Background: an optimization exercise with open tools, aiming at small area, a short achievable clock period and few clock cycles. Do not read the settings as production practice. The RTL was checked by simulation tests, not by an equivalence proof against the original design. No activity file was given, so power comes from the tool's default toggle rates.

**constraint.sdc**
```tcl
create_clock -name core_clock -period 10.0 [get_ports {clk_i}]
set_input_delay 2.0000 -clock core_clock [delete_from_list [all_inputs] [get_ports {clk_i}]]
set_output_delay 2.0000 -clock core_clock [all_outputs]
set_load 0.01 [all_outputs]
```
**design.v**
```verilog
package tbli_pkg;
  localparam int unsigned POINTS    = 12;
  localparam int unsigned CNT_W     = (POINTS > 1) ? $clog2(POINTS) : 1;
  localparam int unsigned DATA_W    = 16;
  localparam int unsigned IDX_W     = 4;
  localparam int unsigned DIFF_W    = DATA_W + 1;
  localparam int unsigned PROD_W    = 2 * DIFF_W;
  localparam int unsigned MAG_W     = 2 * DATA_W;
  localparam int unsigned SUM_W     = MAG_W + 2;
  localparam int unsigned DIV_CNT_W = $clog2(MAG_W);
  typedef enum logic {
    FUNC_WRITE = 1'b0,
    FUNC_QUERY = 1'b1
  } func_e;
  typedef enum logic [1:0] {
    ST_EXACT  = 2'd0,
    ST_INTERP = 2'd1,
    ST_RANGE  = 2'd2,
    ST_BADSEG = 2'd3
  } status_e;
  typedef struct packed {
    logic signed [DATA_W-1:0] x;
    logic signed [DATA_W-1:0] y;
  } point_t;
endpackage
module tbli_cell (
  input  logic             clk_i,
  input  logic             ld_i,
  input  tbli_pkg::point_t ld_pt_i,
  output tbli_pkg::point_t pt_o
);
  typedef tbli_pkg::point_t point_t;
  point_t pt_q;
  always_ff @(posedge clk_i) begin
    if (ld_i) begin
      pt_q <= ld_pt_i;
    end
  end
  assign pt_o = pt_q;
endmodule
module tbli_div (
  input  logic [tbli_pkg::DATA_W-1:0] rem_i,    
  input  logic [tbli_pkg::DATA_W-1:0] sh_i,     
  input  logic [tbli_pkg::DATA_W-1:0] dvs_i,
  output logic [tbli_pkg::DATA_W-1:0] rem_o,
  output logic [tbli_pkg::DATA_W-1:0] sh_o
);
  localparam int unsigned DATA_W = tbli_pkg::DATA_W;
  logic [DATA_W:0] t;
  logic [DATA_W:0] d;
  logic            ge;
  assign t     = {rem_i, sh_i[DATA_W-1]};
  assign d     = t - {1'b0, dvs_i};
  assign ge    = !d[DATA_W];
  assign rem_o = ge ? d[DATA_W-1:0] : t[DATA_W-1:0];
  assign sh_o  = {sh_i[DATA_W-2:0], ge};
endmodule
module tbli_mul_csa (
  input  logic [15:0] a_i,
  input  logic [15:0] b_i,
  output logic [95:0] rows_o   
);
  logic [255:0] pp;
  logic fs0, fc0, fs1, fc1, fs2, fc2, fs3, fc3, fs4, fc4, fs5, fc5, fs6, fc6, fs7, fc7;
  logic fs8, fc8, fs9, fc9, fs10, fc10, fs11, fc11, fs12, fc12, fs13, fc13, fs14, fc14, fs15, fc15;
  logic fs16, fc16, fs17, fc17, fs18, fc18, fs19, fc19, fs20, fc20, fs21, fc21, fs22, fc22, fs23, fc23;
  logic fs24, fc24, fs25, fc25, fs26, fc26, fs27, fc27, fs28, fc28, fs29, fc29, fs30, fc30, fs31, fc31;
  logic fs32, fc32, fs33, fc33, fs34, fc34, fs35, fc35, fs36, fc36, fs37, fc37, fs38, fc38, fs39, fc39;
  logic fs40, fc40, fs41, fc41, fs42, fc42, fs43, fc43, fs44, fc44, fs45, fc45, fs46, fc46, fs47, fc47;
  logic fs48, fc48, fs49, fc49, fs50, fc50, fs51, fc51, fs52, fc52, fs53, fc53, fs54, fc54, fs55, fc55;
  logic fs56, fc56, fs57, fc57, fs58, fc58, fs59, fc59, fs60, fc60, fs61, fc61, fs62, fc62, fs63, fc63;
  logic fs64, fc64, fs65, fc65, fs66, fc66, fs67, fc67, fs68, fc68, fs69, fc69, fs70, fc70, fs71, fc71;
  logic fs72, fc72, fs73, fc73, fs74, fc74, fs75, fc75, fs76, fc76, fs77, fc77, fs78, fc78, fs79, fc79;
  logic fs80, fc80, fs81, fc81, fs82, fc82, fs83, fc83, fs84, fc84, fs85, fc85, fs86, fc86, fs87, fc87;
  logic fs88, fc88, fs89, fc89, fs90, fc90, fs91, fc91, fs92, fc92, fs93, fc93, fs94, fc94, fs95, fc95;
  logic fs96, fc96, fs97, fc97, fs98, fc98, fs99, fc99, fs100, fc100, fs101, fc101, fs102, fc102, fs103, fc103;
  logic fs104, fc104, fs105, fc105, fs106, fc106, fs107, fc107, fs108, fc108, fs109, fc109, fs110, fc110, fs111, fc111;
  logic fs112, fc112, fs113, fc113, fs114, fc114, fs115, fc115, fs116, fc116, fs117, fc117, fs118, fc118, fs119, fc119;
  logic fs120, fc120, fs121, fc121, fs122, fc122, fs123, fc123, fs124, fc124, fs125, fc125, fs126, fc126, fs127, fc127;
  logic fs128, fc128, fs129, fc129, fs130, fc130, fs131, fc131, fs132, fc132, fs133, fc133, fs134, fc134, fs135, fc135;
  logic fs136, fc136, fs137, fc137, fs138, fc138, fs139, fc139, fs140, fc140, fs141, fc141, fs142, fc142, fs143, fc143;
  logic fs144, fc144, fs145, fc145, fs146, fc146, fs147, fc147, fs148, fc148, fs149, fc149, fs150, fc150, fs151, fc151;
  logic fs152, fc152, fs153, fc153, fs154, fc154, fs155, fc155, fs156, fc156, fs157, fc157, fs158, fc158, fs159, fc159;
  logic fs160, fc160, fs161, fc161, fs162, fc162, fs163, fc163, fs164, fc164, fs165, fc165, fs166, fc166, fs167, fc167;
  logic hs0, hc0, hs1, hc1, hs2, hc2, hs3, hc3, hs4, hc4, hs5, hc5, hs6, hc6, hs7, hc7;
  logic hs8, hc8, hs9, hc9, hs10, hc10, hs11, hc11, hs12, hc12, hs13, hc13;
  for (genvar i = 0; i < 16; i++) begin : g_pp_i
    for (genvar j = 0; j < 16; j++) begin : g_pp_j
      assign pp[16*i+j] = b_i[i] & a_i[j];
    end
  end
  assign hs0 = pp[13] ^ pp[28];
  assign hc0 = pp[13] & pp[28];
  assign fs0 = pp[14] ^ pp[29] ^ pp[44];
  assign fc0 = (pp[14] & pp[29]) | (pp[14] & pp[44]) | (pp[29] & pp[44]);
  assign hs1 = pp[59] ^ pp[74];
  assign hc1 = pp[59] & pp[74];
  assign fs1 = pp[15] ^ pp[30] ^ pp[45];
  assign fc1 = (pp[15] & pp[30]) | (pp[15] & pp[45]) | (pp[30] & pp[45]);
  assign fs2 = pp[60] ^ pp[75] ^ pp[90];
  assign fc2 = (pp[60] & pp[75]) | (pp[60] & pp[90]) | (pp[75] & pp[90]);
  assign hs2 = pp[105] ^ pp[120];
  assign hc2 = pp[105] & pp[120];
  assign fs3 = pp[31] ^ pp[46] ^ pp[61];
  assign fc3 = (pp[31] & pp[46]) | (pp[31] & pp[61]) | (pp[46] & pp[61]);
  assign fs4 = pp[76] ^ pp[91] ^ pp[106];
  assign fc4 = (pp[76] & pp[91]) | (pp[76] & pp[106]) | (pp[91] & pp[106]);
  assign hs3 = pp[121] ^ pp[136];
  assign hc3 = pp[121] & pp[136];
  assign fs5 = pp[47] ^ pp[62] ^ pp[77];
  assign fc5 = (pp[47] & pp[62]) | (pp[47] & pp[77]) | (pp[62] & pp[77]);
  assign fs6 = pp[92] ^ pp[107] ^ pp[122];
  assign fc6 = (pp[92] & pp[107]) | (pp[92] & pp[122]) | (pp[107] & pp[122]);
  assign fs7 = pp[63] ^ pp[78] ^ pp[93];
  assign fc7 = (pp[63] & pp[78]) | (pp[63] & pp[93]) | (pp[78] & pp[93]);
  assign hs4 = pp[9] ^ pp[24];
  assign hc4 = pp[9] & pp[24];
  assign fs8 = pp[10] ^ pp[25] ^ pp[40];
  assign fc8 = (pp[10] & pp[25]) | (pp[10] & pp[40]) | (pp[25] & pp[40]);
  assign hs5 = pp[55] ^ pp[70];
  assign hc5 = pp[55] & pp[70];
  assign fs9 = pp[11] ^ pp[26] ^ pp[41];
  assign fc9 = (pp[11] & pp[26]) | (pp[11] & pp[41]) | (pp[26] & pp[41]);
  assign fs10 = pp[56] ^ pp[71] ^ pp[86];
  assign fc10 = (pp[56] & pp[71]) | (pp[56] & pp[86]) | (pp[71] & pp[86]);
  assign hs6 = pp[101] ^ pp[116];
  assign hc6 = pp[101] & pp[116];
  assign fs11 = pp[12] ^ pp[27] ^ pp[42];
  assign fc11 = (pp[12] & pp[27]) | (pp[12] & pp[42]) | (pp[27] & pp[42]);
  assign fs12 = pp[57] ^ pp[72] ^ pp[87];
  assign fc12 = (pp[57] & pp[72]) | (pp[57] & pp[87]) | (pp[72] & pp[87]);
  assign fs13 = pp[102] ^ pp[117] ^ pp[132];
  assign fc13 = (pp[102] & pp[117]) | (pp[102] & pp[132]) | (pp[117] & pp[132]);
  assign hs7 = pp[147] ^ pp[162];
  assign hc7 = pp[147] & pp[162];
  assign fs14 = hs0 ^ pp[43] ^ pp[58];
  assign fc14 = (hs0 & pp[43]) | (hs0 & pp[58]) | (pp[43] & pp[58]);
  assign fs15 = pp[73] ^ pp[88] ^ pp[103];
  assign fc15 = (pp[73] & pp[88]) | (pp[73] & pp[103]) | (pp[88] & pp[103]);
  assign fs16 = pp[118] ^ pp[133] ^ pp[148];
  assign fc16 = (pp[118] & pp[133]) | (pp[118] & pp[148]) | (pp[133] & pp[148]);
  assign fs17 = pp[163] ^ pp[178] ^ pp[193];
  assign fc17 = (pp[163] & pp[178]) | (pp[163] & pp[193]) | (pp[178] & pp[193]);
  assign fs18 = hc0 ^ fs0 ^ hs1;
  assign fc18 = (hc0 & fs0) | (hc0 & hs1) | (fs0 & hs1);
  assign fs19 = pp[89] ^ pp[104] ^ pp[119];
  assign fc19 = (pp[89] & pp[104]) | (pp[89] & pp[119]) | (pp[104] & pp[119]);
  assign fs20 = pp[134] ^ pp[149] ^ pp[164];
  assign fc20 = (pp[134] & pp[149]) | (pp[134] & pp[164]) | (pp[149] & pp[164]);
  assign fs21 = pp[179] ^ pp[194] ^ pp[209];
  assign fc21 = (pp[179] & pp[194]) | (pp[179] & pp[209]) | (pp[194] & pp[209]);
  assign fs22 = fc0 ^ hc1 ^ fs1;
  assign fc22 = (fc0 & hc1) | (fc0 & fs1) | (hc1 & fs1);
  assign fs23 = fs2 ^ hs2 ^ pp[135];
  assign fc23 = (fs2 & hs2) | (fs2 & pp[135]) | (hs2 & pp[135]);
  assign fs24 = pp[150] ^ pp[165] ^ pp[180];
  assign fc24 = (pp[150] & pp[165]) | (pp[150] & pp[180]) | (pp[165] & pp[180]);
  assign fs25 = pp[195] ^ pp[210] ^ pp[225];
  assign fc25 = (pp[195] & pp[210]) | (pp[195] & pp[225]) | (pp[210] & pp[225]);
  assign fs26 = fc1 ^ fc2 ^ hc2;
  assign fc26 = (fc1 & fc2) | (fc1 & hc2) | (fc2 & hc2);
  assign fs27 = fs3 ^ fs4 ^ hs3;
  assign fc27 = (fs3 & fs4) | (fs3 & hs3) | (fs4 & hs3);
  assign fs28 = pp[151] ^ pp[166] ^ pp[181];
  assign fc28 = (pp[151] & pp[166]) | (pp[151] & pp[181]) | (pp[166] & pp[181]);
  assign fs29 = pp[196] ^ pp[211] ^ pp[226];
  assign fc29 = (pp[196] & pp[211]) | (pp[196] & pp[226]) | (pp[211] & pp[226]);
  assign fs30 = fc3 ^ fc4 ^ hc3;
  assign fc30 = (fc3 & fc4) | (fc3 & hc3) | (fc4 & hc3);
  assign fs31 = fs5 ^ fs6 ^ pp[137];
  assign fc31 = (fs5 & fs6) | (fs5 & pp[137]) | (fs6 & pp[137]);
  assign fs32 = pp[152] ^ pp[167] ^ pp[182];
  assign fc32 = (pp[152] & pp[167]) | (pp[152] & pp[182]) | (pp[167] & pp[182]);
  assign fs33 = pp[197] ^ pp[212] ^ pp[227];
  assign fc33 = (pp[197] & pp[212]) | (pp[197] & pp[227]) | (pp[212] & pp[227]);
  assign fs34 = fc5 ^ fc6 ^ fs7;
  assign fc34 = (fc5 & fc6) | (fc5 & fs7) | (fc6 & fs7);
  assign fs35 = pp[108] ^ pp[123] ^ pp[138];
  assign fc35 = (pp[108] & pp[123]) | (pp[108] & pp[138]) | (pp[123] & pp[138]);
  assign fs36 = pp[153] ^ pp[168] ^ pp[183];
  assign fc36 = (pp[153] & pp[168]) | (pp[153] & pp[183]) | (pp[168] & pp[183]);
  assign fs37 = pp[198] ^ pp[213] ^ pp[228];
  assign fc37 = (pp[198] & pp[213]) | (pp[198] & pp[228]) | (pp[213] & pp[228]);
  assign fs38 = fc7 ^ pp[79] ^ pp[94];
  assign fc38 = (fc7 & pp[79]) | (fc7 & pp[94]) | (pp[79] & pp[94]);
  assign fs39 = pp[109] ^ pp[124] ^ pp[139];
  assign fc39 = (pp[109] & pp[124]) | (pp[109] & pp[139]) | (pp[124] & pp[139]);
  assign fs40 = pp[154] ^ pp[169] ^ pp[184];
  assign fc40 = (pp[154] & pp[169]) | (pp[154] & pp[184]) | (pp[169] & pp[184]);
  assign fs41 = pp[199] ^ pp[214] ^ pp[229];
  assign fc41 = (pp[199] & pp[214]) | (pp[199] & pp[229]) | (pp[214] & pp[229]);
  assign fs42 = pp[95] ^ pp[110] ^ pp[125];
  assign fc42 = (pp[95] & pp[110]) | (pp[95] & pp[125]) | (pp[110] & pp[125]);
  assign fs43 = pp[140] ^ pp[155] ^ pp[170];
  assign fc43 = (pp[140] & pp[155]) | (pp[140] & pp[170]) | (pp[155] & pp[170]);
  assign fs44 = pp[185] ^ pp[200] ^ pp[215];
  assign fc44 = (pp[185] & pp[200]) | (pp[185] & pp[215]) | (pp[200] & pp[215]);
  assign fs45 = pp[111] ^ pp[126] ^ pp[141];
  assign fc45 = (pp[111] & pp[126]) | (pp[111] & pp[141]) | (pp[126] & pp[141]);
  assign fs46 = pp[156] ^ pp[171] ^ pp[186];
  assign fc46 = (pp[156] & pp[171]) | (pp[156] & pp[186]) | (pp[171] & pp[186]);
  assign fs47 = pp[127] ^ pp[142] ^ pp[157];
  assign fc47 = (pp[127] & pp[142]) | (pp[127] & pp[157]) | (pp[142] & pp[157]);
  assign hs8 = pp[6] ^ pp[21];
  assign hc8 = pp[6] & pp[21];
  assign fs48 = pp[7] ^ pp[22] ^ pp[37];
  assign fc48 = (pp[7] & pp[22]) | (pp[7] & pp[37]) | (pp[22] & pp[37]);
  assign hs9 = pp[52] ^ pp[67];
  assign hc9 = pp[52] & pp[67];
  assign fs49 = pp[8] ^ pp[23] ^ pp[38];
  assign fc49 = (pp[8] & pp[23]) | (pp[8] & pp[38]) | (pp[23] & pp[38]);
  assign fs50 = pp[53] ^ pp[68] ^ pp[83];
  assign fc50 = (pp[53] & pp[68]) | (pp[53] & pp[83]) | (pp[68] & pp[83]);
  assign hs10 = pp[98] ^ pp[113];
  assign hc10 = pp[98] & pp[113];
  assign fs51 = hs4 ^ pp[39] ^ pp[54];
  assign fc51 = (hs4 & pp[39]) | (hs4 & pp[54]) | (pp[39] & pp[54]);
  assign fs52 = pp[69] ^ pp[84] ^ pp[99];
  assign fc52 = (pp[69] & pp[84]) | (pp[69] & pp[99]) | (pp[84] & pp[99]);
  assign fs53 = pp[114] ^ pp[129] ^ pp[144];
  assign fc53 = (pp[114] & pp[129]) | (pp[114] & pp[144]) | (pp[129] & pp[144]);
  assign fs54 = hc4 ^ fs8 ^ hs5;
  assign fc54 = (hc4 & fs8) | (hc4 & hs5) | (fs8 & hs5);
  assign fs55 = pp[85] ^ pp[100] ^ pp[115];
  assign fc55 = (pp[85] & pp[100]) | (pp[85] & pp[115]) | (pp[100] & pp[115]);
  assign fs56 = pp[130] ^ pp[145] ^ pp[160];
  assign fc56 = (pp[130] & pp[145]) | (pp[130] & pp[160]) | (pp[145] & pp[160]);
  assign fs57 = fc8 ^ hc5 ^ fs9;
  assign fc57 = (fc8 & hc5) | (fc8 & fs9) | (hc5 & fs9);
  assign fs58 = fs10 ^ hs6 ^ pp[131];
  assign fc58 = (fs10 & hs6) | (fs10 & pp[131]) | (hs6 & pp[131]);
  assign fs59 = pp[146] ^ pp[161] ^ pp[176];
  assign fc59 = (pp[146] & pp[161]) | (pp[146] & pp[176]) | (pp[161] & pp[176]);
  assign fs60 = fc9 ^ fc10 ^ hc6;
  assign fc60 = (fc9 & fc10) | (fc9 & hc6) | (fc10 & hc6);
  assign fs61 = fs11 ^ fs12 ^ fs13;
  assign fc61 = (fs11 & fs12) | (fs11 & fs13) | (fs12 & fs13);
  assign fs62 = hs7 ^ pp[177] ^ pp[192];
  assign fc62 = (hs7 & pp[177]) | (hs7 & pp[192]) | (pp[177] & pp[192]);
  assign fs63 = fc11 ^ fc12 ^ fc13;
  assign fc63 = (fc11 & fc12) | (fc11 & fc13) | (fc12 & fc13);
  assign fs64 = hc7 ^ fs14 ^ fs15;
  assign fc64 = (hc7 & fs14) | (hc7 & fs15) | (fs14 & fs15);
  assign fs65 = fs16 ^ fs17 ^ pp[208];
  assign fc65 = (fs16 & fs17) | (fs16 & pp[208]) | (fs17 & pp[208]);
  assign fs66 = fc14 ^ fc15 ^ fc16;
  assign fc66 = (fc14 & fc15) | (fc14 & fc16) | (fc15 & fc16);
  assign fs67 = fc17 ^ fs18 ^ fs19;
  assign fc67 = (fc17 & fs18) | (fc17 & fs19) | (fs18 & fs19);
  assign fs68 = fs20 ^ fs21 ^ pp[224];
  assign fc68 = (fs20 & fs21) | (fs20 & pp[224]) | (fs21 & pp[224]);
  assign fs69 = fc18 ^ fc19 ^ fc20;
  assign fc69 = (fc18 & fc19) | (fc18 & fc20) | (fc19 & fc20);
  assign fs70 = fc21 ^ fs22 ^ fs23;
  assign fc70 = (fc21 & fs22) | (fc21 & fs23) | (fs22 & fs23);
  assign fs71 = fs24 ^ fs25 ^ pp[240];
  assign fc71 = (fs24 & fs25) | (fs24 & pp[240]) | (fs25 & pp[240]);
  assign fs72 = fc22 ^ fc23 ^ fc24;
  assign fc72 = (fc22 & fc23) | (fc22 & fc24) | (fc23 & fc24);
  assign fs73 = fc25 ^ fs26 ^ fs27;
  assign fc73 = (fc25 & fs26) | (fc25 & fs27) | (fs26 & fs27);
  assign fs74 = fs28 ^ fs29 ^ pp[241];
  assign fc74 = (fs28 & fs29) | (fs28 & pp[241]) | (fs29 & pp[241]);
  assign fs75 = fc26 ^ fc27 ^ fc28;
  assign fc75 = (fc26 & fc27) | (fc26 & fc28) | (fc27 & fc28);
  assign fs76 = fc29 ^ fs30 ^ fs31;
  assign fc76 = (fc29 & fs30) | (fc29 & fs31) | (fs30 & fs31);
  assign fs77 = fs32 ^ fs33 ^ pp[242];
  assign fc77 = (fs32 & fs33) | (fs32 & pp[242]) | (fs33 & pp[242]);
  assign fs78 = fc30 ^ fc31 ^ fc32;
  assign fc78 = (fc30 & fc31) | (fc30 & fc32) | (fc31 & fc32);
  assign fs79 = fc33 ^ fs34 ^ fs35;
  assign fc79 = (fc33 & fs34) | (fc33 & fs35) | (fs34 & fs35);
  assign fs80 = fs36 ^ fs37 ^ pp[243];
  assign fc80 = (fs36 & fs37) | (fs36 & pp[243]) | (fs37 & pp[243]);
  assign fs81 = fc34 ^ fc35 ^ fc36;
  assign fc81 = (fc34 & fc35) | (fc34 & fc36) | (fc35 & fc36);
  assign fs82 = fc37 ^ fs38 ^ fs39;
  assign fc82 = (fc37 & fs38) | (fc37 & fs39) | (fs38 & fs39);
  assign fs83 = fs40 ^ fs41 ^ pp[244];
  assign fc83 = (fs40 & fs41) | (fs40 & pp[244]) | (fs41 & pp[244]);
  assign fs84 = fc38 ^ fc39 ^ fc40;
  assign fc84 = (fc38 & fc39) | (fc38 & fc40) | (fc39 & fc40);
  assign fs85 = fc41 ^ fs42 ^ fs43;
  assign fc85 = (fc41 & fs42) | (fc41 & fs43) | (fs42 & fs43);
  assign fs86 = fs44 ^ pp[230] ^ pp[245];
  assign fc86 = (fs44 & pp[230]) | (fs44 & pp[245]) | (pp[230] & pp[245]);
  assign fs87 = fc42 ^ fc43 ^ fc44;
  assign fc87 = (fc42 & fc43) | (fc42 & fc44) | (fc43 & fc44);
  assign fs88 = fs45 ^ fs46 ^ pp[201];
  assign fc88 = (fs45 & fs46) | (fs45 & pp[201]) | (fs46 & pp[201]);
  assign fs89 = pp[216] ^ pp[231] ^ pp[246];
  assign fc89 = (pp[216] & pp[231]) | (pp[216] & pp[246]) | (pp[231] & pp[246]);
  assign fs90 = fc45 ^ fc46 ^ fs47;
  assign fc90 = (fc45 & fc46) | (fc45 & fs47) | (fc46 & fs47);
  assign fs91 = pp[172] ^ pp[187] ^ pp[202];
  assign fc91 = (pp[172] & pp[187]) | (pp[172] & pp[202]) | (pp[187] & pp[202]);
  assign fs92 = pp[217] ^ pp[232] ^ pp[247];
  assign fc92 = (pp[217] & pp[232]) | (pp[217] & pp[247]) | (pp[232] & pp[247]);
  assign fs93 = fc47 ^ pp[143] ^ pp[158];
  assign fc93 = (fc47 & pp[143]) | (fc47 & pp[158]) | (pp[143] & pp[158]);
  assign fs94 = pp[173] ^ pp[188] ^ pp[203];
  assign fc94 = (pp[173] & pp[188]) | (pp[173] & pp[203]) | (pp[188] & pp[203]);
  assign fs95 = pp[218] ^ pp[233] ^ pp[248];
  assign fc95 = (pp[218] & pp[233]) | (pp[218] & pp[248]) | (pp[233] & pp[248]);
  assign fs96 = pp[159] ^ pp[174] ^ pp[189];
  assign fc96 = (pp[159] & pp[174]) | (pp[159] & pp[189]) | (pp[174] & pp[189]);
  assign fs97 = pp[204] ^ pp[219] ^ pp[234];
  assign fc97 = (pp[204] & pp[219]) | (pp[204] & pp[234]) | (pp[219] & pp[234]);
  assign fs98 = pp[175] ^ pp[190] ^ pp[205];
  assign fc98 = (pp[175] & pp[190]) | (pp[175] & pp[205]) | (pp[190] & pp[205]);
  assign hs11 = pp[4] ^ pp[19];
  assign hc11 = pp[4] & pp[19];
  assign fs99 = pp[5] ^ pp[20] ^ pp[35];
  assign fc99 = (pp[5] & pp[20]) | (pp[5] & pp[35]) | (pp[20] & pp[35]);
  assign hs12 = pp[50] ^ pp[65];
  assign hc12 = pp[50] & pp[65];
  assign fs100 = hs8 ^ pp[36] ^ pp[51];
  assign fc100 = (hs8 & pp[36]) | (hs8 & pp[51]) | (pp[36] & pp[51]);
  assign fs101 = pp[66] ^ pp[81] ^ pp[96];
  assign fc101 = (pp[66] & pp[81]) | (pp[66] & pp[96]) | (pp[81] & pp[96]);
  assign fs102 = hc8 ^ fs48 ^ hs9;
  assign fc102 = (hc8 & fs48) | (hc8 & hs9) | (fs48 & hs9);
  assign fs103 = pp[82] ^ pp[97] ^ pp[112];
  assign fc103 = (pp[82] & pp[97]) | (pp[82] & pp[112]) | (pp[97] & pp[112]);
  assign fs104 = fc48 ^ hc9 ^ fs49;
  assign fc104 = (fc48 & hc9) | (fc48 & fs49) | (hc9 & fs49);
  assign fs105 = fs50 ^ hs10 ^ pp[128];
  assign fc105 = (fs50 & hs10) | (fs50 & pp[128]) | (hs10 & pp[128]);
  assign fs106 = fc49 ^ fc50 ^ hc10;
  assign fc106 = (fc49 & fc50) | (fc49 & hc10) | (fc50 & hc10);
  assign fs107 = fs51 ^ fs52 ^ fs53;
  assign fc107 = (fs51 & fs52) | (fs51 & fs53) | (fs52 & fs53);
  assign fs108 = fc51 ^ fc52 ^ fc53;
  assign fc108 = (fc51 & fc52) | (fc51 & fc53) | (fc52 & fc53);
  assign fs109 = fs54 ^ fs55 ^ fs56;
  assign fc109 = (fs54 & fs55) | (fs54 & fs56) | (fs55 & fs56);
  assign fs110 = fc54 ^ fc55 ^ fc56;
  assign fc110 = (fc54 & fc55) | (fc54 & fc56) | (fc55 & fc56);
  assign fs111 = fs57 ^ fs58 ^ fs59;
  assign fc111 = (fs57 & fs58) | (fs57 & fs59) | (fs58 & fs59);
  assign fs112 = fc57 ^ fc58 ^ fc59;
  assign fc112 = (fc57 & fc58) | (fc57 & fc59) | (fc58 & fc59);
  assign fs113 = fs60 ^ fs61 ^ fs62;
  assign fc113 = (fs60 & fs61) | (fs60 & fs62) | (fs61 & fs62);
  assign fs114 = fc60 ^ fc61 ^ fc62;
  assign fc114 = (fc60 & fc61) | (fc60 & fc62) | (fc61 & fc62);
  assign fs115 = fs63 ^ fs64 ^ fs65;
  assign fc115 = (fs63 & fs64) | (fs63 & fs65) | (fs64 & fs65);
  assign fs116 = fc63 ^ fc64 ^ fc65;
  assign fc116 = (fc63 & fc64) | (fc63 & fc65) | (fc64 & fc65);
  assign fs117 = fs66 ^ fs67 ^ fs68;
  assign fc117 = (fs66 & fs67) | (fs66 & fs68) | (fs67 & fs68);
  assign fs118 = fc66 ^ fc67 ^ fc68;
  assign fc118 = (fc66 & fc67) | (fc66 & fc68) | (fc67 & fc68);
  assign fs119 = fs69 ^ fs70 ^ fs71;
  assign fc119 = (fs69 & fs70) | (fs69 & fs71) | (fs70 & fs71);
  assign fs120 = fc69 ^ fc70 ^ fc71;
  assign fc120 = (fc69 & fc70) | (fc69 & fc71) | (fc70 & fc71);
  assign fs121 = fs72 ^ fs73 ^ fs74;
  assign fc121 = (fs72 & fs73) | (fs72 & fs74) | (fs73 & fs74);
  assign fs122 = fc72 ^ fc73 ^ fc74;
  assign fc122 = (fc72 & fc73) | (fc72 & fc74) | (fc73 & fc74);
  assign fs123 = fs75 ^ fs76 ^ fs77;
  assign fc123 = (fs75 & fs76) | (fs75 & fs77) | (fs76 & fs77);
  assign fs124 = fc75 ^ fc76 ^ fc77;
  assign fc124 = (fc75 & fc76) | (fc75 & fc77) | (fc76 & fc77);
  assign fs125 = fs78 ^ fs79 ^ fs80;
  assign fc125 = (fs78 & fs79) | (fs78 & fs80) | (fs79 & fs80);
  assign fs126 = fc78 ^ fc79 ^ fc80;
  assign fc126 = (fc78 & fc79) | (fc78 & fc80) | (fc79 & fc80);
  assign fs127 = fs81 ^ fs82 ^ fs83;
  assign fc127 = (fs81 & fs82) | (fs81 & fs83) | (fs82 & fs83);
  assign fs128 = fc81 ^ fc82 ^ fc83;
  assign fc128 = (fc81 & fc82) | (fc81 & fc83) | (fc82 & fc83);
  assign fs129 = fs84 ^ fs85 ^ fs86;
  assign fc129 = (fs84 & fs85) | (fs84 & fs86) | (fs85 & fs86);
  assign fs130 = fc84 ^ fc85 ^ fc86;
  assign fc130 = (fc84 & fc85) | (fc84 & fc86) | (fc85 & fc86);
  assign fs131 = fs87 ^ fs88 ^ fs89;
  assign fc131 = (fs87 & fs88) | (fs87 & fs89) | (fs88 & fs89);
  assign fs132 = fc87 ^ fc88 ^ fc89;
  assign fc132 = (fc87 & fc88) | (fc87 & fc89) | (fc88 & fc89);
  assign fs133 = fs90 ^ fs91 ^ fs92;
  assign fc133 = (fs90 & fs91) | (fs90 & fs92) | (fs91 & fs92);
  assign fs134 = fc90 ^ fc91 ^ fc92;
  assign fc134 = (fc90 & fc91) | (fc90 & fc92) | (fc91 & fc92);
  assign fs135 = fs93 ^ fs94 ^ fs95;
  assign fc135 = (fs93 & fs94) | (fs93 & fs95) | (fs94 & fs95);
  assign fs136 = fc93 ^ fc94 ^ fc95;
  assign fc136 = (fc93 & fc94) | (fc93 & fc95) | (fc94 & fc95);
  assign fs137 = fs96 ^ fs97 ^ pp[249];
  assign fc137 = (fs96 & fs97) | (fs96 & pp[249]) | (fs97 & pp[249]);
  assign fs138 = fc96 ^ fc97 ^ fs98;
  assign fc138 = (fc96 & fc97) | (fc96 & fs98) | (fc97 & fs98);
  assign fs139 = pp[220] ^ pp[235] ^ pp[250];
  assign fc139 = (pp[220] & pp[235]) | (pp[220] & pp[250]) | (pp[235] & pp[250]);
  assign fs140 = fc98 ^ pp[191] ^ pp[206];
  assign fc140 = (fc98 & pp[191]) | (fc98 & pp[206]) | (pp[191] & pp[206]);
  assign fs141 = pp[221] ^ pp[236] ^ pp[251];
  assign fc141 = (pp[221] & pp[236]) | (pp[221] & pp[251]) | (pp[236] & pp[251]);
  assign fs142 = pp[207] ^ pp[222] ^ pp[237];
  assign fc142 = (pp[207] & pp[222]) | (pp[207] & pp[237]) | (pp[222] & pp[237]);
  assign hs13 = pp[3] ^ pp[18];
  assign hc13 = pp[3] & pp[18];
  assign fs143 = hs11 ^ pp[34] ^ pp[49];
  assign fc143 = (hs11 & pp[34]) | (hs11 & pp[49]) | (pp[34] & pp[49]);
  assign fs144 = hc11 ^ fs99 ^ hs12;
  assign fc144 = (hc11 & fs99) | (hc11 & hs12) | (fs99 & hs12);
  assign fs145 = fc99 ^ hc12 ^ fs100;
  assign fc145 = (fc99 & hc12) | (fc99 & fs100) | (hc12 & fs100);
  assign fs146 = fc100 ^ fc101 ^ fs102;
  assign fc146 = (fc100 & fc101) | (fc100 & fs102) | (fc101 & fs102);
  assign fs147 = fc102 ^ fc103 ^ fs104;
  assign fc147 = (fc102 & fc103) | (fc102 & fs104) | (fc103 & fs104);
  assign fs148 = fc104 ^ fc105 ^ fs106;
  assign fc148 = (fc104 & fc105) | (fc104 & fs106) | (fc105 & fs106);
  assign fs149 = fc106 ^ fc107 ^ fs108;
  assign fc149 = (fc106 & fc107) | (fc106 & fs108) | (fc107 & fs108);
  assign fs150 = fc108 ^ fc109 ^ fs110;
  assign fc150 = (fc108 & fc109) | (fc108 & fs110) | (fc109 & fs110);
  assign fs151 = fc110 ^ fc111 ^ fs112;
  assign fc151 = (fc110 & fc111) | (fc110 & fs112) | (fc111 & fs112);
  assign fs152 = fc112 ^ fc113 ^ fs114;
  assign fc152 = (fc112 & fc113) | (fc112 & fs114) | (fc113 & fs114);
  assign fs153 = fc114 ^ fc115 ^ fs116;
  assign fc153 = (fc114 & fc115) | (fc114 & fs116) | (fc115 & fs116);
  assign fs154 = fc116 ^ fc117 ^ fs118;
  assign fc154 = (fc116 & fc117) | (fc116 & fs118) | (fc117 & fs118);
  assign fs155 = fc118 ^ fc119 ^ fs120;
  assign fc155 = (fc118 & fc119) | (fc118 & fs120) | (fc119 & fs120);
  assign fs156 = fc120 ^ fc121 ^ fs122;
  assign fc156 = (fc120 & fc121) | (fc120 & fs122) | (fc121 & fs122);
  assign fs157 = fc122 ^ fc123 ^ fs124;
  assign fc157 = (fc122 & fc123) | (fc122 & fs124) | (fc123 & fs124);
  assign fs158 = fc124 ^ fc125 ^ fs126;
  assign fc158 = (fc124 & fc125) | (fc124 & fs126) | (fc125 & fs126);
  assign fs159 = fc126 ^ fc127 ^ fs128;
  assign fc159 = (fc126 & fc127) | (fc126 & fs128) | (fc127 & fs128);
  assign fs160 = fc128 ^ fc129 ^ fs130;
  assign fc160 = (fc128 & fc129) | (fc128 & fs130) | (fc129 & fs130);
  assign fs161 = fc130 ^ fc131 ^ fs132;
  assign fc161 = (fc130 & fc131) | (fc130 & fs132) | (fc131 & fs132);
  assign fs162 = fc132 ^ fc133 ^ fs134;
  assign fc162 = (fc132 & fc133) | (fc132 & fs134) | (fc133 & fs134);
  assign fs163 = fc134 ^ fc135 ^ fs136;
  assign fc163 = (fc134 & fc135) | (fc134 & fs136) | (fc135 & fs136);
  assign fs164 = fc136 ^ fc137 ^ fs138;
  assign fc164 = (fc136 & fc137) | (fc136 & fs138) | (fc137 & fs138);
  assign fs165 = fc138 ^ fc139 ^ fs140;
  assign fc165 = (fc138 & fc139) | (fc138 & fs140) | (fc139 & fs140);
  assign fs166 = fc140 ^ fc141 ^ fs142;
  assign fc166 = (fc140 & fc141) | (fc140 & fs142) | (fc141 & fs142);
  assign fs167 = fc142 ^ pp[223] ^ pp[238];
  assign fc167 = (fc142 & pp[223]) | (fc142 & pp[238]) | (pp[223] & pp[238]);
  assign rows_o[31:0] = {1'b0, pp[255], fc167, fc166, fc165, fc164, fc163, fc162, fc161, fc160, fc159, fc158, fc157, fc156, fc155, fc154, fc153, fc152, fc151, fc150, fc149, fc148, fc147, fc146, fc145, fc144, fc143, hc13, hs13, pp[2], pp[1], pp[0]};
  assign rows_o[63:32] = {1'b0, 1'b0, pp[239], fs167, fs166, fs165, fs164, fs163, fs162, fs161, fs160, fs159, fs158, fs157, fs156, fs155, fs154, fs153, fs152, fs151, fs150, fs149, fs148, fs147, fs146, fs145, fs144, fs143, pp[33], pp[17], pp[16], 1'b0};
  assign rows_o[95:64] = {1'b0, 1'b0, pp[254], pp[253], pp[252], fs141, fs139, fs137, fs135, fs133, fs131, fs129, fs127, fs125, fs123, fs121, fs119, fs117, fs115, fs113, fs111, fs109, fs107, fs105, fs103, fs101, pp[80], pp[64], pp[48], pp[32], 1'b0, 1'b0};
endmodule
module table_linear_interpolator_core (
  input  logic                                clk_i,
  input  logic                                rst_ni,
  input  logic                                start,
  output logic                                busy,
  input  logic                                func_i,
  input  logic [tbli_pkg::IDX_W-1:0]          point_index_i,
  input  logic signed [tbli_pkg::DATA_W-1:0]  point_x_i,
  input  logic signed [tbli_pkg::DATA_W-1:0]  point_y_i,
  input  logic signed [tbli_pkg::DATA_W-1:0]  query_x_i,
  output logic                                done_o,
  output logic signed [tbli_pkg::DATA_W-1:0]  result_y_o,
  output logic [1:0]                          status_o
);
  localparam int unsigned POINTS = tbli_pkg::POINTS;
  localparam int unsigned DATA_W = tbli_pkg::DATA_W;
  localparam int unsigned IDX_W  = tbli_pkg::IDX_W;
  localparam int unsigned DIFF_W = tbli_pkg::DIFF_W;
  localparam int unsigned MAG_W  = tbli_pkg::MAG_W;
  localparam int unsigned MROWS  = 3;                
  typedef tbli_pkg::point_t point_t;
  localparam logic [1:0] ST_EXACT  = 2'd0;
  localparam logic [1:0] ST_INTERP = 2'd1;
  localparam logic [1:0] ST_RANGE  = 2'd2;
  localparam logic [1:0] ST_BADSEG = 2'd3;
  assign busy = 1'b0;
  logic             wr_v_q;
  logic [IDX_W-1:0] wr_idx_q;
  point_t           wr_pt_q;
  always_ff @(posedge clk_i or negedge rst_ni) begin
    if (!rst_ni) wr_v_q <= 1'b0;
    else         wr_v_q <= start && (func_i == tbli_pkg::FUNC_WRITE);
  end
  always_ff @(posedge clk_i) begin
    wr_idx_q  <= point_index_i;
    wr_pt_q.x <= point_x_i;
    wr_pt_q.y <= point_y_i;
  end
  logic signed [DATA_W-1:0] tx [POINTS];
  logic signed [DATA_W-1:0] ty [POINTS];
  for (genvar k = 0; k < POINTS; k++) begin : g_cell
    logic   ld;
    point_t pt;
    assign ld = wr_v_q && (int'(wr_idx_q) == k);
    tbli_cell u_cell (
      .clk_i   (clk_i),
      .ld_i    (ld),
      .ld_pt_i (wr_pt_q),
      .pt_o    (pt)
    );
    assign tx[k] = pt.x;
    assign ty[k] = pt.y;
  end
  logic                     v1_q;
  logic signed [DATA_W-1:0] q1_q;
  always_ff @(posedge clk_i or negedge rst_ni) begin
    if (!rst_ni) v1_q <= 1'b0;
    else         v1_q <= start && (func_i == tbli_pkg::FUNC_QUERY);
  end
  always_ff @(posedge clk_i) q1_q <= query_x_i;
  logic [POINTS-1:0] c_eq, c_hit, c_first;
  logic [POINTS:0]   c_seen;
  always_comb begin
    for (int i = 0; i < POINTS; i++) begin
      c_eq[i]  = (tx[i] == q1_q);
      c_hit[i] = c_eq[i];
      if (i < POINTS - 1) c_hit[i] = c_hit[i] || (tx[i+1] > q1_q);
    end
    c_seen[0] = 1'b0;
    for (int i = 0; i < POINTS; i++) begin
      c_first[i]  = c_hit[i] && !c_seen[i];
      c_seen[i+1] = c_seen[i] || c_hit[i];
    end
  end
  logic                     v2_q;
  logic                     any2_q;
  logic signed [DATA_W-1:0] q2_q;
  logic [POINTS-1:0]        first2_q, eq2_q;
  always_ff @(posedge clk_i or negedge rst_ni) begin
    if (!rst_ni) v2_q <= 1'b0;
    else         v2_q <= v1_q;
  end
  always_ff @(posedge clk_i) begin
    any2_q   <= c_seen[POINTS];
    q2_q     <= q1_q;
    first2_q <= c_first;
    eq2_q    <= c_eq;
  end
  logic signed [DATA_W-1:0] s_x0, s_y0, s_x1, s_y1;
  logic [1:0]               s_st;
  always_comb begin
    s_x0 = '0; s_y0 = '0; s_x1 = '0; s_y1 = '0;
    for (int i = 0; i < POINTS; i++) begin
      s_x0 |= {DATA_W{first2_q[i]}} & tx[i];
      s_y0 |= {DATA_W{first2_q[i]}} & ty[i];
      if (i < POINTS - 1) begin
        s_x1 |= {DATA_W{first2_q[i]}} & tx[i+1];
        s_y1 |= {DATA_W{first2_q[i]}} & ty[i+1];
      end
    end
    s_st = !any2_q ? ST_RANGE : (|(first2_q & eq2_q)) ? ST_EXACT : ST_INTERP;
  end
  logic                     v3_q;
  logic [1:0]               st3_q;
  logic signed [DATA_W-1:0] q3_q, x0_3_q, y0_3_q, x1_3_q, y1_3_q;
  always_ff @(posedge clk_i or negedge rst_ni) begin
    if (!rst_ni) v3_q <= 1'b0;
    else         v3_q <= v2_q;
  end
  always_ff @(posedge clk_i) begin
    st3_q  <= s_st;
    q3_q   <= q2_q;
    x0_3_q <= s_x0;
    y0_3_q <= s_y0;
    x1_3_q <= s_x1;
    y1_3_q <= s_y1;
  end
  logic signed [DIFF_W-1:0] c_dx, c_dy, c_dqx, c_ndx, c_ndy, c_ndqx;
  assign c_dx   = DIFF_W'(x1_3_q) - DIFF_W'(x0_3_q);
  assign c_dy   = DIFF_W'(y1_3_q) - DIFF_W'(y0_3_q);
  assign c_dqx  = DIFF_W'(q3_q)   - DIFF_W'(x0_3_q);
  assign c_ndx  = DIFF_W'(x0_3_q) - DIFF_W'(x1_3_q);
  assign c_ndy  = DIFF_W'(y0_3_q) - DIFF_W'(y1_3_q);
  assign c_ndqx = DIFF_W'(x0_3_q) - DIFF_W'(q3_q);
  logic                     v5_q;
  logic [1:0]               st5_q;
  logic signed [DATA_W-1:0] y0_5_q;
  logic                     neg5_q;
  logic [DATA_W-1:0]        dx5_q, dy5_q, dqx5_q;
  always_ff @(posedge clk_i or negedge rst_ni) begin
    if (!rst_ni) v5_q <= 1'b0;
    else         v5_q <= v3_q;
  end
  always_ff @(posedge clk_i) begin
    st5_q  <= (st3_q == ST_INTERP && x1_3_q == x0_3_q) ? ST_BADSEG : st3_q;
    y0_5_q <= y0_3_q;
    neg5_q <= c_dx[DIFF_W-1] ^ c_dy[DIFF_W-1] ^ c_dqx[DIFF_W-1];
    dx5_q  <= c_dx[DIFF_W-1]  ? c_ndx[DATA_W-1:0]  : c_dx[DATA_W-1:0];
    dy5_q  <= c_dy[DIFF_W-1]  ? c_ndy[DATA_W-1:0]  : c_dy[DATA_W-1:0];
    dqx5_q <= c_dqx[DIFF_W-1] ? c_ndqx[DATA_W-1:0] : c_dqx[DATA_W-1:0];
  end
  logic [MROWS*MAG_W-1:0] c_rows;
  tbli_mul_csa u_mul (
    .a_i   (dy5_q),
    .b_i   (dqx5_q),
    .rows_o (c_rows)
  );
  logic                     v6_q;
  logic [1:0]               st6_q;
  logic signed [DATA_W-1:0] y0_6_q;
  logic                     neg6_q;
  logic [DATA_W-1:0]        dx6_q;
  logic [MROWS*MAG_W-1:0]   rows6_q;
  always_ff @(posedge clk_i or negedge rst_ni) begin
    if (!rst_ni) v6_q <= 1'b0;
    else         v6_q <= v5_q;
  end
  always_ff @(posedge clk_i) begin
    st6_q   <= st5_q;
    y0_6_q  <= y0_5_q;
    neg6_q  <= neg5_q;
    dx6_q   <= dx5_q;
    rows6_q <= c_rows;
  end
  logic [MAG_W-1:0] c_prod;
  always_comb begin
    c_prod = '0;
    for (int r = 0; r < MROWS; r++) c_prod += rows6_q[r*MAG_W +: MAG_W];
  end
  logic                     v7_q;
  logic [1:0]               st7_q;
  logic signed [DATA_W-1:0] y0_7_q;
  logic                     neg7_q;
  logic [DATA_W-1:0]        dx7_q;
  logic [MAG_W-1:0]         n7_q;
  always_ff @(posedge clk_i or negedge rst_ni) begin
    if (!rst_ni) v7_q <= 1'b0;
    else         v7_q <= v6_q;
  end
  always_ff @(posedge clk_i) begin
    st7_q  <= st6_q;
    y0_7_q <= y0_6_q;
    neg7_q <= neg6_q;
    dx7_q  <= dx6_q;
    n7_q   <= c_prod;
  end
  localparam int unsigned PW = 2 + 1 + 1 + 4 * DATA_W;   
  logic          r_v  [DATA_W+1];
  logic [PW-1:0] r_pl [DATA_W+1];
  assign r_v[0]  = v7_q;
  assign r_pl[0] = {st7_q, neg7_q, 1'b0, y0_7_q, dx7_q, n7_q};
  for (genvar r = 0; r < DATA_W; r++) begin : g_row
    logic [DATA_W-1:0] rem_n, sh_n;
    logic [PW-1:0]     pl_n;
    tbli_div u_row (
      .rem_i (r_pl[r][2*DATA_W-1:DATA_W]),
      .sh_i  (r_pl[r][DATA_W-1:0]),
      .dvs_i (r_pl[r][3*DATA_W-1:2*DATA_W]),
      .rem_o (rem_n),
      .sh_o  (sh_n)
    );
    if (r == 0) begin : g_ovf
      assign pl_n = {r_pl[r][PW-1:PW-3],
                     r_pl[r][2*DATA_W-1:DATA_W] >= r_pl[r][3*DATA_W-1:2*DATA_W],
                     r_pl[r][PW-5:2*DATA_W], rem_n, sh_n};
    end else begin : g_pass
      assign pl_n = {r_pl[r][PW-1:2*DATA_W], rem_n, sh_n};
    end
    logic          v_q;
    logic [PW-1:0] pl_q;
    always_ff @(posedge clk_i or negedge rst_ni) begin
      if (!rst_ni) v_q <= 1'b0;
      else         v_q <= r_v[r];
    end
    always_ff @(posedge clk_i) pl_q <= pl_n;
    assign r_v[r+1]  = v_q;
    assign r_pl[r+1] = pl_q;
  end
  logic                     vq_q;
  logic [1:0]               stq_q;
  logic signed [DATA_W-1:0] y0q_q;
  logic                     negq_q, ovfq_q;
  logic [DATA_W-1:0]        quot_q;
  assign vq_q = r_v[DATA_W];
  assign {stq_q, negq_q, ovfq_q, y0q_q} = r_pl[DATA_W][PW-1:3*DATA_W];
  assign quot_q = r_pl[DATA_W][DATA_W-1:0];
  localparam int unsigned VW = DATA_W + 2;
  logic signed [VW-1:0] c_val;
  always_comb begin
    unique case (stq_q)
      ST_EXACT:  c_val = VW'(y0q_q);
      ST_INTERP: begin
        if (ovfq_q)      c_val = negq_q ? 18'sh30000 : 18'sh0FFFF;
        else if (negq_q) c_val = VW'(y0q_q) - VW'(quot_q);
        else             c_val = VW'(y0q_q) + VW'(quot_q);
      end
      default:   c_val = '0;
    endcase
  end
  logic                 vs_q;
  logic [1:0]           sts_q;
  logic signed [VW-1:0] val_q;
  always_ff @(posedge clk_i or negedge rst_ni) begin
    if (!rst_ni) vs_q <= 1'b0;
    else         vs_q <= vq_q;
  end
  always_ff @(posedge clk_i) begin
    sts_q <= stq_q;
    val_q <= c_val;
  end
  logic signed [DATA_W-1:0] c_res;
  always_comb begin
    if (val_q[VW-1:DATA_W-1] == 3'b000 || val_q[VW-1:DATA_W-1] == 3'b111)
      c_res = val_q[DATA_W-1:0];
    else
      c_res = val_q[VW-1] ? 16'sh8000 : 16'sh7FFF;
  end
  logic                     done_q;
  logic signed [DATA_W-1:0] res_q;
  logic [1:0]               stat_q;
  always_ff @(posedge clk_i or negedge rst_ni) begin
    if (!rst_ni) done_q <= 1'b0;
    else         done_q <= vs_q;
  end
  always_ff @(posedge clk_i) begin
    res_q  <= c_res;
    stat_q <= sts_q;
  end
  assign done_o     = done_q;
  assign result_y_o = res_q;
  assign status_o   = stat_q;
endmodule
```
**config.mk**
```make
export PLATFORM = sky130hd
export DESIGN_NAME = table_linear_interpolator_core
export DESIGN_NICKNAME = table_linear_interpolator_core
export VERILOG_FILES = /design/flow/design.v
export SDC_FILE = /design/flow/constraint.sdc
export NUM_CORES = 4
export LEC_CHECK = 0
export CAP_MARGIN = 40
export CORE_MARGIN = 2
export CORE_UTILIZATION = 55
export CTS_BUF_LIST = sky130_fd_sc_hd__clkbuf_16
export CTS_CLUSTER_DIAMETER = 110
export CTS_CLUSTER_SIZE = 22
export PLACE_DENSITY = 0.65
export SLEW_MARGIN = 70
```
**run.sh**
```bash
#!/bin/bash
# synth_recipe.tcl (not shown) runs the flow's synth.tcl, then flattens the netlist and writes it again
# the make line also repeats each setting of config.mk as NAME=value (left out here)
make -C /OpenROAD-flow-scripts/flow DESIGN_CONFIG=/design/flow/config.mk WORK_HOME=/design/flow/orfs CLKGATE_MAP_FILE= SYNTH_SCRIPT=/design/flow/synth_recipe.tcl finish
```
==> results.txt, run 1 <==
- The run finished with no timing, DRC or antenna violations.
- The first-pass GRT wire length is 286 mm.
- The setup skew after layout is between 0.04 and 0.05 ns.
- Setup repair after global routing left no endpoint under its margin.
- The tightest min-delay check is of the reg -> reg type.
- The setup fix buffers added after clock tree synthesis is 0.
- Wire segments on met2 add up to 89.7 mm in the final route.
- TritonCTS built the clock tree.
- After detailed routing, the average wire length per cell comes to ~21 um.
- The number of enable flip-flop cells after synthesis is between 300 and 400.
- By area the synthesized netlist is led by sky130_fd_sc_hd__dfxtp_1, sky130_fd_sc_hd__edfxtp_1, sky130_fd_sc_hd__ha_1.
- The number of remaining DRC errors is 0.
- The delay contributed by the slowest stage of the critical path is 0.58 ns.
- The area growth from synthesis to layout is 9.41%.
- The net count of the mapped netlist is 7564.
- The endpoint of the lowest-slack register-to-register path is dy5_q[10].
- The number of placement rows is roughly 140.
- The critical path data arrival time is 4.67 ns.
- The tool flagged a number of max-cap violations equal to 0.
- The top cell type by area accounts for 38.7% of the synthesized area.
- After layout, the worst path uses just over 40% of the clock period.
- Entering global routing, the biggest net connects approximately 50 pins.
- The startpoint type of the worst setup path is a register.
- The end-of-flow core utilization is 60.4%.
- The maximum level of the CTS H-tree is 3.
- The cell area that synthesis handed to floorplanning was 78900 um2.
- The cell with the largest stage delay on the worst path is sky130_fd_sc_hd__clkdlybuf4s50_1.
- The setup slack after placement is ~6 ns.
- The startpoint of the worst register-to-register path is y0_3_q[7].
- The required time at the endpoint of the critical path is 10.61 ns.
- Routed signal wires occupy layers up through met5.
- The total number of clock tree sinks is between 1500 and 2000.
- Dividing the detail-routed via count by the number of cells gives 5.63.
- After legalization and detailed placement, the total HPWL measured between 100 and 150 mm.
- After clock tree synthesis, the clock-pin slew on the worst setup and hold paths is approximately 0.090 ns.
- The finished layout holds around 8700 standard cells, fillers aside.
- In this run, post-CTS hold repair placed 0 buffers.
- A synthesized cell averages approximately 12 um2.
- For this run, the leading register cell type out of synthesis is sky130_fd_sc_hd__dfxtp_1.
- The post-route netlist has between 8 and 9% of its cells at a drive strength greater than 1.
- The synthesized netlist contains 76 unique library cells.
- The cell count of the worst reg-to-reg path is 14.
- Counting tap cells, the placed design contains a total of 8574 instances.
- Across all register-to-register paths, the minimum setup slack is around 5.9 ns.
- The width of the die is 383 um.
- The cell count after synthesis came out at between 6000 and 7000.
- The final global-route overflow total is 0.
- The final-layout fill cell count is approximately 12000.
- The number of port buffers is 74.
- The final-report max-slew violation count is 0.
- Across all setup checks in the final design, the least slack found is roughly 6 ns.
- The critical path goes through inv_1 -> ha_1 -> nand2_1 -> o21ai_0 -> a21oi_1 -> nor3_1 -> o31ai_2 -> a31oi_2 -> buf_4 -> mux2i_1 -> a221oi_1 -> clkdlybuf4s50_1 -> o31ai_1 -> xor2_1.
- The die covers 147000 um2.
- The clock buffer count from CTS is 98.
- The deepest clock path buffer count is 3.
- For this block, the initial DRC count from the detailed router was 3666.
- The worst-case IR drop observed on VDD is roughly 260 uV.
- The met3 routed wirelength is ~10 mm.
- In the global route stage, overall resource usage came out at between 20% and 30%.
- The tightest hold path in the finished design has a slack of 0.309 ns.
- The top-level port count is 76.
- The final route contains between 40000 and 50000 vias.
- The insertion delay to the later sink of the worst-skew pair is about 0.76 ns.
- The weighted congestion reported at the end of routability-driven placement is between 0.9 and 1.
- For the finished layout, the period the worst path requires is 4.06 ns.
- Counting flops and latches in the post-synthesis netlist gives about 1900.
- The final layout net count is between 7000 and 8000.
- The fraction of registers with async set/reset is between 1 and 1.5%.
- The first detailed-routing pass ran for 6 iterations.
- The setup TNS after final layout is 0 ns.
- The share of the Yosys chip area taken by registers is between 50% and 60%.
- By startpoint and endpoint, the worst setup path is classified as reg -> reg.
- The commonest cells after synthesis are sky130_fd_sc_hd__dfxtp_1, sky130_fd_sc_hd__ha_1, sky130_fd_sc_hd__inv_1.
- The number of global-route vias before repair is 49540.
- The buffer type at the clock tree root is sky130_fd_sc_hd__clkbuf_16.
- In the post-synthesis netlist, the cell with the most instances is sky130_fd_sc_hd__dfxtp_1.
- The analysis attributes to cell leakage a power of approximately 37 nW.
- The maximum fanout along the worst path is 18.
- The final layout contains routed wiring with a total length of 185 mm.
- The effective utilization at floorplan is a little under three fifths.
- The worst setup path is captured at a register.
- The cell accounting for the most synthesized area is sky130_fd_sc_hd__dfxtp_1.
- The total count of hold-check failures in the final report is 0.
- The number of routed nets with antenna violations is 0.
- The initial antenna violation count is 9.
- Setup violations remaining at the end of the flow were counted as 0.
- The die outline height is approximately 380 um.
- Post-CTS repair changed the size of 0 cells.
- The cell class contributing the biggest share of worst-path delay is compound AO/OA/AOI/OAI gates.
- During synthesis, Yosys emitted a total of 10 warnings.
- In the final routing, the length of wire on met1 measures roughly 77 mm.
- The number of instances on the worst hold path is 0.
- For this run, the top clock speed supported by timing is about 250 MHz.
- For hold timing, the worst endpoint is g_row[2].pl_q[53].
- The worst min-delay path startpoint is g_row[1].pl_q[53].
- The number of buffers and inverters on the critical path is 3.
- The power density over cell area is around 390 nW/um2.
- The area inside the core boundary is between 100000 and 150000 um2.
kinds of logic after synthesis:
kind of cell	after synthesis	share of synthesized area, %
DFF	1935	54.1
xor gates and xnor gates	312	3.47
other	1	0.00475
buffers and inverters	740	3.55
AOI/OAI and AO/OA	1369	12.2
adders and majority gates	821	15.1
muxes	250	3.48
and+or+nand+nor	1259	8.08
sequential cells by signal (all words and copies together) (netlist names), 18 cells and up:
register,count
val_q,18
rows6_q,88
g_row.pl_q,1056
n7_q,32
wr_pt_q,32
g_cell.u_cell.pt_q,384
report_power, final:
group / switching, mW / internal (mW) / total (mW)
clock: 2.44 / 1.80 / 4.24
sequential: 1.74 / 10.6 / 12.4
combinational: 9.07 / 8.42 / 17.5
total: 13.2 / 20.8 / 34.1
how the worst max path moves through the flow:
stage	from	to	depth (start not counted)
4_1_cts	g_row[12].pl_q[15]	g_row[13].pl_q[20]	15
6_report	y0_3_q[7]	dy5_q[10]	14
3_3_place_gp	g_row[0].pl_q[34]	g_row[1].pl_q[20]	12
3_5_place_dp	g_row[12].pl_q[15]	g_row[13].pl_q[22]	15
5_1_grt	y0_3_q[7]	dy5_q[10]	14
2_1_floorplan	wr_v_q	g_cell[0].u_cell.pt_q[0]	2
worst reg2reg max path, delay by kind of cell (launching register included):
| kind | cells | cell delay, ns |
|---|---|---|
| DFF | 1 | 0.44 |
| AOI/OAI and AO/OA | 6 | 1.22 |
| buffers and inverters | 3 | 0.97 |
| muxes | 1 | 0.18 |
| and+or+nand+nor | 2 | 0.52 |
| xor gates and xnor gates | 1 | 0.15 |
| adders and majority gates | 1 | 0.45 |
cell usage in the layout, fill, tap and decap left out, drive strengths merged, types with 192 or more instances in the layout:
cell type	n
o21ai	192
inv	595
fa	219
edfxtp	384
a21oi	301
nand2	263
nor2	260
and2	195
mux2	197
dfxtp	1526
ha	602
xnor2	216
layout make-up:
type | count | area [um2] | share of cell area (%)
Antenna cell | 2 | 5.00 | 0.00579
Clock buffer | 98 | 2450 | 2.84
Clock inverter | 38 | 325 | 0.377
Inverter | 567 | 2130 | 2.46
Multi-Input combinational cell | 4012 | 34000 | 39.4
Sequential cell | 1935 | 42800 | 49.6
Tap cell | 1903 | 2380 | 2.76
Timing Repair Buffer | 165 | 2220 | 2.57
metal layers:
layer | global-route usage [%] | vias up
met5 | 0 | -
met2 | 43.6 | 1465
met3 | 3.44 | 371
met1 | 31.6 | 23664
met4 | 10.3 | 4
li1 | - | 23626
through the flow:
step	cell area (um2)	power, mW
6_report	86400	34.1
5_1_grt	86400	37.0
4_1_cts	86100	34.4
3_5_place_dp	83300	30.0
3_3_place_gp	81800	29.2
2_1_floorplan	78900	25.0
Testbench counts, summed over its fixed seeds: cycles 1,911.
==> inputs of run 2 (changes only) <==
--- a/config.mk
+++ b/config.mk
@@ -6,5 +6,5 @@
 export NUM_CORES = 4
 export LEC_CHECK = 0
-export CAP_MARGIN = 40
+export CAP_MARGIN = 20
 export CORE_MARGIN = 2
 export CORE_UTILIZATION = 55
@@ -13,3 +13,3 @@
 export CTS_CLUSTER_SIZE = 22
 export PLACE_DENSITY = 0.65
-export SLEW_MARGIN = 70
+export SLEW_MARGIN = 20
==> results.txt, run 2 <==
- The run finished with no timing, DRC or antenna violations.
- The final-layout fill cell count came to 11724 (+1.1%).
- The critical path starts at g_row[0].pl_q[34].
- The post-synth design cell area is 78900 um2 (unchanged).
- TritonCTS built the clock tree.
- The setup skew after layout is 0.0365 ns (-0.00714 ns).
- The first-pass GRT wire length is 284 mm (-0.54%).
- The deepest clock path buffer count is 3 (unchanged).
- The worst setup path is captured at a register.
- The area inside the core boundary is 143000 um2 (unchanged).
- The setup TNS after final layout came to 0 ns (unchanged).
- The number of distinct library cell variants in the gate-level netlist after synthesis was 76 (unchanged).
- At the pin with the least slew margin, the transition time is 1.12 ns.
- The number of routed nets with antenna violations was 0 (unchanged).
- The setup slack of the critical path after layout was 5.99 ns (+0.0478 ns).
- The category of the critical setup timing path is reg -> reg.
- In the layout the commonest cells are sky130_fd_sc_hd__dfxtp_1, sky130_fd_sc_hd__ha_1, sky130_fd_sc_hd__inv_1.
- The final cycle utilization of the critical path came to 40.1% (-0.48 points).
- The time the worst path needs with I/O delays and setup came to 4.01 ns (-0.0478 ns).
- The fmax came to 249 MHz (+1.2%).
- Sorting the synthesized cells by how often they occur yields sky130_fd_sc_hd__dfxtp_1, sky130_fd_sc_hd__ha_1, sky130_fd_sc_hd__inv_1.
- The total design power is 33.7 mW (-1.1%).
- The number of flip-flops and latches in the synthesized netlist is 1935 (unchanged).
- The number of gates resized after CTS is 0 (unchanged).
- The die area is 147000 um2 (unchanged).
- The final setup violation count is 0 (unchanged).
- The clock-pin slew on the worst setup and hold paths was 0.09 ns (about the same).
- The final-report max-slew violation count came to 0 (unchanged).
- The weighted congestion reported at the end of routability-driven placement is 0.941 (unchanged).
- The total number of clock tree sinks is 1935 (unchanged).
- The number of maximum-capacitance constraint violations is 0 (unchanged).
- The portion of the post-synthesis area used by sequential elements is 54.1% (unchanged).
- The top-level port count came to 76 (unchanged).
- The initial antenna violation count is 11 (+2).
- The clock buffer count from CTS is 98 (unchanged).
- The number of placement rows is 139 (unchanged).
- The reg-to-reg setup timing slack is 5.99 ns (+0.05 ns).
- The number of remaining DRC errors came to 0 (unchanged).
- The half-perimeter wire length of the detailed placement result is 132 mm (-4.4%).
- The final layout net count is 7591 (-0.85%).
- The number of enable flip-flop cells after synthesis is 384 (unchanged).
- The total number of vias is 49028 (-0.21%).
- The maximum ir drop on the vdd rail is 265 uV (+0.89%).
- The number of flip-flops under the largest register name came to 1056 (unchanged).
- The vias per cell is 5.66 (+0.53%).
- The number of global-route vias before repair came to 49231 (-0.62%).
- The required time at the endpoint of the critical path is 10.64 ns (+0.03 ns).
- The number of port buffers is 74 (unchanged).
- The critical path data arrival time is 4.65 ns (-0.02 ns).
- The number of warning messages in the yosys log is 10 (unchanged).
- The DRC violation total after the first TritonRoute iteration was 3865 (+5.4%).
- The cts-stage hold buffer count is 0 (unchanged).
- The endpoint identified for the worst register-to-register timing path is g_row[1].pl_q[20].
- Of all cell types, the one taking the most synthesized area is sky130_fd_sc_hd__dfxtp_1.
- The power density over cell area is 398 nW/um2 (+0.94%).
- The number of iterations in the first detailed-routing pass is 6 (unchanged).
- The instance count of the mapped netlist is 6687 (unchanged).
- Measured against its own limit, the worst slew margin works out to 25.1%.
- Following the worst setup path forward leads to its endpoint at g_row[1].pl_q[20].
- The wire length reported by the detailed router is 184 mm (-0.73%).
- The maximum fanout along the worst path was 31 (+13).
- By area the synthesized netlist is led by sky130_fd_sc_hd__dfxtp_1, sky130_fd_sc_hd__edfxtp_1, sky130_fd_sc_hd__ha_1.
- The setup fix buffers added after clock tree synthesis is 0 (unchanged).
- The effective utilization at floorplan came to 55.2% (unchanged).
- The register with the most flip-flops is g_row.pl_q.
- The total count of hold-check failures in the final report is 0 (unchanged).
- From synthesis to final layout, the design area changed by 7.24%.
- The net count of the mapped netlist is 7564 (unchanged).
- The startpoint type of the worst setup path is a register.
- The buffer type at the clock tree root is sky130_fd_sc_hd__clkbuf_16.
- The largest registers in the layout are g_row.pl_q x1056, g_cell.u_cell.pt_q x384, rows6_q x88.
- The fraction of registers with async set/reset is 1.29% (unchanged).
- The standby leakage power is 36.1 nW (-1.6%).
- The aggregate global-route resource usage came to 25.0% (-0.11 points).
- The die outline height came to 383 um (unchanged).
- The startpoint of the worst register-to-register path is g_row[0].pl_q[34].
- The share of cells above drive strength 1 came to 5.82% (-2.4 points).
- The cell count of the worst reg-to-reg path is 12 (-2).
- The final global-route overflow total came to 0 (unchanged).
- The per-instance average area after synthesis was 11.8 um2 (unchanged).
- The maximum level of the CTS H-tree is 3 (unchanged).
- The tightest min-delay check is of the reg -> reg type.
- The routed wirelength normalized by instance count is 21.2 um (about the same).
- The most common cell in the synthesized netlist is sky130_fd_sc_hd__dfxtp_1.
- Setup repair after global routing left no endpoint under its margin.
- The largest net degree at the start of global routing is 66 (+35%).
- The width of the die is 383 um (unchanged).
- The top-area cell type share of the netlist area is 38.7% (unchanged).
- The setup slack after placement came to 5.77 ns (-0.269 ns).
- The flip-flop cell with the highest count after synthesis is sky130_fd_sc_hd__dfxtp_1.
- The most common library cell in the layout ignoring fill and taps is sky130_fd_sc_hd__dfxtp_1.
- The insertion delay to the later sink of the worst-skew pair is 0.77 ns (about the same).
run 2: cell counts after synthesis:
No cell type changed its count.
run 2: layout make-up:
| cell class | count | area, um2 | share of cell area (%) |
|---|---|---|---|
| inverter | 567 | 2130 | 2.51 |
| sequential | 1935 | 42700 | 50.5 |
| clock inverter | 36 | 353 | 0.417 |
| tap | 1903 | 2380 | 2.81 |
| timing repair buffer | 100 | 931 | 1.10 |
| antenna | 3 | 7.51 | 0.00887 |
| multi-input combinational | 4012 | 33600 | 39.7 |
| clock buffer | 100 | 2500 | 2.96 |
run 2: cells by family after synthesis:
logic type	Yosys count	synth area share [%]
AND/OR/NAND/NOR	1259	8.08
XOR/XNOR	312	3.47
multiplexers	250	3.48
buffers and inverters	740	3.55
other	1	0.00475
flip-flops	1935	54.1
adder cells (fa/ha/maj)	821	15.1
AO/OA/AOI/OAI	1369	12.2
run 2: worst min-delay path by stage:
stage,cells after the start,end,slack (ns),start
after floorplan,0,dx6_q[0],0.31,dx5_q[0]
after global placement,0,g_row[13].pl_q[52],0.31,g_row[12].pl_q[52]
after detailed placement,0,dx7_q[12],0.31,dx6_q[12]
after CTS,0,g_row[5].pl_q[57],0.30,g_row[4].pl_q[57]
after global routing,0,g_row[4].pl_q[54],0.30,g_row[3].pl_q[54]
final,0,g_row[5].pl_q[57],0.31,g_row[4].pl_q[57]
run 2: where the power goes:
part	total, mW	leakage (nW)	internal [mW]	switching [mW]
sequential	12.4	16.6	10.6	1.76
clock	4.28	1.48	1.86	2.43
combinational	17.1	18.0	8.20	8.89
total	33.7	36.1	20.7	13.1
run 2: metal layers:
| layer | vias up | GRT usage (%) | wire length, um | part of all wire (%) |
|---|---|---|---|---|
| met5 | - | 0 | 38 | 0.021 |
| met4 | 6 | 10.9 | 8180 | 4.5 |
| met3 | 380 | 3.28 | 10100 | 5.5 |
| met2 | 1509 | 43.1 | 88600 | 48 |
| met1 | 23632 | 31.6 | 76900 | 42 |
| li1 | 23501 | - | - | - |
run 2: through the flow:
step           instance area [um2]  hold WS (ns)  cells  util, %
2_1_floorplan                78900         0.310   6687        -
3_3_place_gp                 81800         0.310   8517     57.2
3_5_place_dp                 81800         0.312   8517     57.2
4_1_cts                      84600         0.302   8653     59.2
5_1_grt                      84600         0.300   8653     59.2
6_report                     84700         0.307   8656     59.2
run 2: critical path: stages, from the launching register on:
cell and delay, ns:
sky130_fd_sc_hd__dfxtp_1 0.33, sky130_fd_sc_hd__inv_1 0.04, sky130_fd_sc_hd__ha_1 0.32, sky130_fd_sc_hd__nor2b_1 0.17
sky130_fd_sc_hd__o31ai_1 0.55, sky130_fd_sc_hd__a211oi_1 0.22, sky130_fd_sc_hd__o31ai_1 0.44, sky130_fd_sc_hd__o21ai_0 0.23
sky130_fd_sc_hd__a21o_1 0.22, sky130_fd_sc_hd__a21oi_1 0.36, sky130_fd_sc_hd__xor2_4 0.61, sky130_fd_sc_hd__inv_1 0.16
sky130_fd_sc_hd__a31o_2 0.26

==> port drivers added, routing unchanged <==
In the flow no input, the clock included, has a driving cell. The finished layouts below were timed again as built, in two steps.
Step 1: set_driving_cell puts a clkbuf_16 on clk_i and a buf_2 on each other input, an assumption about the parent block.
Step 2 times the ports against the registers' clock, not the clock port: input delays grow and output delays shrink by t, the midpoint of the rising clock arrivals with the driver on.
Three values: ideal, step 1, step 2; two values: the first two.
| run | shift t [ns] | setup WS [ns] | worst register clock-pin slew, ns | worst data-port slew with drivers (ns) |
|---|---|---|---|---|
| run 1 | 0.816 | 5.942 / 5.942 / 5.942 | 0.11 / 0.11 | 0.04 |
| run 2 | 0.831 | 5.990 / 5.990 / 5.990 | 0.11 / 0.11 | 0.05 |
After both steps setup and hold are still met in every run listed.
